Background: an optimization exercise with open tools, aiming at small area and few clock cycles per item. Do not read the settings as production practice.
RTL that was checked went through simulation tests only; none was proved equivalent to the original.

==> module hysl_add, before the edit <==
module hysl_add #(
    parameter int W = 8
) (
    input  logic [W-1:0] a,
    input  logic [W-1:0] b,
    input  logic         ci,
    output logic [W-1:0] y
);
    localparam int L = $clog2(W + 1);
    logic [W:0] g [0:L];
    logic [W:0] p [0:L];
    assign g[0][0]   = ci;
    assign p[0][0]   = 1'b0;
    assign g[0][W:1] = a & b;
    assign p[0][W:1] = a ^ b;
    for (genvar l = 0; l < L; l++)
    begin : g_lvl
        for (genvar i = 0; i <= W; i++)
        begin : g_bit
            if ((i >> l) % 2 == 1)
            begin : g_op
                localparam int J = ((i >> l) << l) - 1;
                assign g[l+1][i] = g[l][i] | (p[l][i] & g[l][J]);
                assign p[l+1][i] = p[l][i] & p[l][J];
            end
            else
            begin : g_pass
                assign g[l+1][i] = g[l][i];
                assign p[l+1][i] = p[l][i];
            end
        end
    end
    assign y = p[0][W:1] ^ g[L][W-1:0];
endmodule
export LEC_CHECK = 0
export CAP_MARGIN = 20
export CORE_MARGIN = 2
export CORE_UTILIZATION = 40
export SLEW_MARGIN = 20
create_clock -name core_clock -period 14.0 [get_ports {clk}]
run.sh (not shown) runs the stock make flow with config.mk's settings and CLKGATE_MAP_FILE= SYNTH_SCRIPT=/design/flow/synth_recipe.tcl, a recipe that flattens the netlist after the stock synthesis.
Next try:
--- a/flow/design.v
+++ b/flow/design.v
@@ -19,7 +19,14 @@
     input  logic         ci,
     output logic [W-1:0] y
 );
-    localparam int L = $clog2(W + 1);
+    function automatic integer levels(input integer n);
+        integer r;
+        r = 0;
+        while ((1 << r) < n)
+            r = r + 1;
+        levels = r;
+    endfunction
+    localparam int L = levels(W + 1);
     logic [W:0] g [0:L];
     logic [W:0] p [0:L];
     assign g[0][0]   = ci;
What happened: Count of clock-buffer cells in the layout stays the same. Synthesized area does not change. Critical path depth stays the same. Wire length is unchanged.
Testbench counts after the change, summed over its fixed seeds: cycles 12,040, items 12,000.
For the first run of this note, only the layout was checked, not whether the RTL still works.

========
Setup of lane 3:
Another version of the RTL of heading_yaw_slew_limiter (not shown whole).
For scale: ~6500 cells after synthesis, roughly 580 flip-flops, ~270 I/O pins, roughly 61000 um^2 of cells after synthesis.
==> flow/design.v (excerpt) <==
module heading_yaw_slew_limiter (
    input  logic                               clk,
    input  logic                               rst_n,
    input  logic                               cfg_we,
    input  logic [hysl_pkg::CFG_IDX_W-1:0]     cfg_index,
    input  logic [hysl_pkg::CFG_DATA_W-1:0]    cfg_data,
    input  logic                               point_valid,
    output logic                               point_ready,
    input  logic signed [31:0]                 point_pos_x,
    input  logic signed [31:0]                 point_pos_y,
    input  logic signed [15:0]                 point_vel_x,
    input  logic signed [15:0]                 point_vel_y,
    output logic                               cmd_valid,
    input  logic                               cmd_ready,
    output logic signed [31:0]                 cmd_x,
    output logic signed [31:0]                 cmd_y,
    output logic        [30:0]                 cmd_z,
    output logic signed [15:0]                 cmd_yaw,
    output logic signed [15:0]                 cmd_yaw_rate
);
export LEC_CHECK = 0
export ABC_AREA = 1
export CAP_MARGIN = 10
export CORE_MARGIN = 2
export CORE_UTILIZATION = 55
export SLEW_MARGIN = 10
create_clock -name core_clock -period 14.0 [get_ports {clk}]
standard.sh (not shown) runs the stock make flow with config.mk's settings and CLKGATE_MAP_FILE= SYNTH_SCRIPT=/design/flow/synth_recipe.tcl, a recipe that flattens the netlist after the stock synthesis.
==> flow/flow/run.sh <==
#!/bin/bash
# Own layout flow: the standard synthesis and layout, unchanged except
# that the port buffers (every input and output port still gets one, as the
# standard flow does) use the buffer cell named in port_buffer. The layout's
# output goes to a log file in this folder.
set -euo pipefail
WORK=$(pwd)
export BUFFER_PORTS_ARGS="-buffer_cell $(cat $WORK/flow/port_buffer)"
bash standard.sh > $WORK/flow_layout.log 2>&1
==> flow/flow/port_buffer <==
sky130_fd_sc_hd__buf_1
Edits applied to the flow inputs when going from lane 3 to lane 5:
--- a/flow/design.v
+++ b/flow/design.v
@@ -9,15 +9,15 @@
         CFG_INV_TICK     = 3'd3,
         CFG_SPEED_SQ_MIN = 3'd4
     } cfg_idx_t;
 endpackage
 `timescale 1ns / 1ps
 module hysl_add #(
     parameter int W = 8,
-    parameter int KIND = 0
+    parameter int KIND = 1
 ) (
     input  logic [W-1:0] a,
     input  logic [W-1:0] b,
     input  logic         ci,
     output logic [W-1:0] y
 );
     function automatic integer levels(input integer n);
@@ -1482,15 +1482,15 @@
     logic        [31:0] acc_b;
     logic        [31:0] acc;
     logic        [15:0] avg_mul;
     logic        [15:0] yaw_next;
     logic        [15:0] rate_next;
     assign inv = inv_tick;
     assign a   = in_slow ? held_yaw_reg : in_aim;
-    hysl_add #(17) u_d (.a({a[15], a}), .b(~{held_yaw_reg[15], held_yaw_reg}), .ci(1'b1), .y(d));
+    hysl_add #(17, 0) u_d (.a({a[15], a}), .b(~{held_yaw_reg[15], held_yaw_reg}), .ci(1'b1), .y(d));
     assign dm  = d[15:0];
     assign gt_pi  = $signed(d) > 17'sd25736;
     assign lt_npi = $signed(d) < -17'sd25736;
     assign kw     = gt_pi ? -17'sd51472 : (lt_npi ? 17'sd51472 : 17'sd0);
     hysl_add #(17) u_e (.a(d), .b(kw), .ci(1'b0), .y(e));
     assign neg    = gt_pi || (d[16] && !lt_npi);
     hysl_add #(18) u_t (.a({3'd0, yaw_step_max}), .b({e[16], e} ^ {18{!neg}}), .ci(!neg), .y(t));
@@ -2426,15 +2426,15 @@
     assign mt_460 = (mt_401 & mt_344) | (mt_401 & mt_400) | (mt_344 & mt_400);
     assign mt_461 = mt_403 ^ mt_402;
     assign mt_462 = mt_403 & mt_402;
     assign mt_463 = mt_405 ^ mt_404;
     assign mt_464 = mt_405 & mt_404;
     assign acc_a = {mt_406, mt_463, mt_461, mt_459, mt_457, mt_455, mt_453, mt_451, mt_449, mt_447, mt_445, mt_443, mt_441, mt_439, mt_437, mt_435, mt_433, mt_431, mt_429, mt_427, mt_425, mt_423, mt_421, mt_419, mt_417, mt_415, mt_413, mt_411, mt_409, mt_407, (dm[0] & inv[1]), (dm[0] & inv[0])};
     assign acc_b = {mt_464, mt_462, mt_460, mt_458, mt_456, mt_454, mt_452, mt_450, mt_448, mt_446, mt_444, mt_442, mt_440, mt_438, mt_436, mt_434, mt_432, mt_430, mt_428, mt_426, mt_424, mt_422, mt_420, mt_418, mt_416, mt_414, mt_412, mt_410, mt_408, 1'b0, (dm[1] & inv[0]), 1'b0};
-    hysl_add #(32) u_acc (.a(acc_a), .b(acc_b), .ci(1'b0), .y(acc));
+    hysl_add #(32, 0) u_acc (.a(acc_a), .b(acc_b), .ci(1'b0), .y(acc));
     always_comb
     begin
         if (acc[31:26] == 6'b000000 || acc[31:26] == 6'b111111)
             avg_mul = acc[26:11];
         else if (acc[31])
             avg_mul = 16'h8000;
         else
- Taking lane 3 as the reference, in lane 5 share of cell area taken by multi-input logic gates shows an increase of 0.22 points; minimum hold slack shows no meaningful change.
- In terms of cell count, lane 3 and lane 5 differ only marginally.
- Changes observed in lane 5 relative to lane 3: via count of the first global-routing pass went down 0.53%.
- Sort lane 3 and lane 5 by non-clock buffer count in the final layout, descending, and lane 3 comes first.
- The met1 wire length of lane 5 is lower than that of lane 3.
- Lane 3 → lane 5: number of vias after detailed routing dropped 474, register-to-register path setup slack flat, setup slack increased by 140 ps relative to the old numbers.
Testbench counts of lane 5, summed over its fixed seeds: cycles 12,032, items 12,000.
The RTL of lane 3 was laid out without a check of its function.

port drivers added, routing unchanged:
In the flow no input, the clock included, has a driving cell. The finished layouts below were timed again as built, in two steps. Step 1 (the two cells are an assumption about what drives the block):
set clk [get_ports {clk}]
set_driving_cell -lib_cell sky130_fd_sc_hd__clkbuf_16 $clk
set_driving_cell -lib_cell sky130_fd_sc_hd__buf_2 [delete_from_list [all_inputs] $clk]
Step 2 times the ports against the registers' clock, not the clock port: input delays grow and output delays shrink by t, the midpoint of the rising clock arrivals with the driver on. Slacks: ideal / step 1 / step 2; pairs: ideal / step 1.
| run | t, ns | slack for setup (ns) | worst setup path after step 2 | worst register clock-pin slew, ns | pins driven straight from the clock port |
|---|---|---|---|---|---|
| the first run of note 1 | 0.780 | 0.979 / 1.034 / 0.254 | input to register | 0.06 / 0.06 | 1 |
| the second run of note 1 | 0.780 | 0.979 / 1.034 / 0.254 | input to register | 0.06 / 0.06 | 1 |
| lane 3 | 0.714 | 0.660 / 0.586 / 0.693 | input to register | 0.07 / 0.07 | 1 |
| lane 5 | 0.713 | 0.803 / 0.730 / 1.143 | input to register | 0.06 / 0.06 | 1 |
After both steps setup and hold are still met in every run listed.
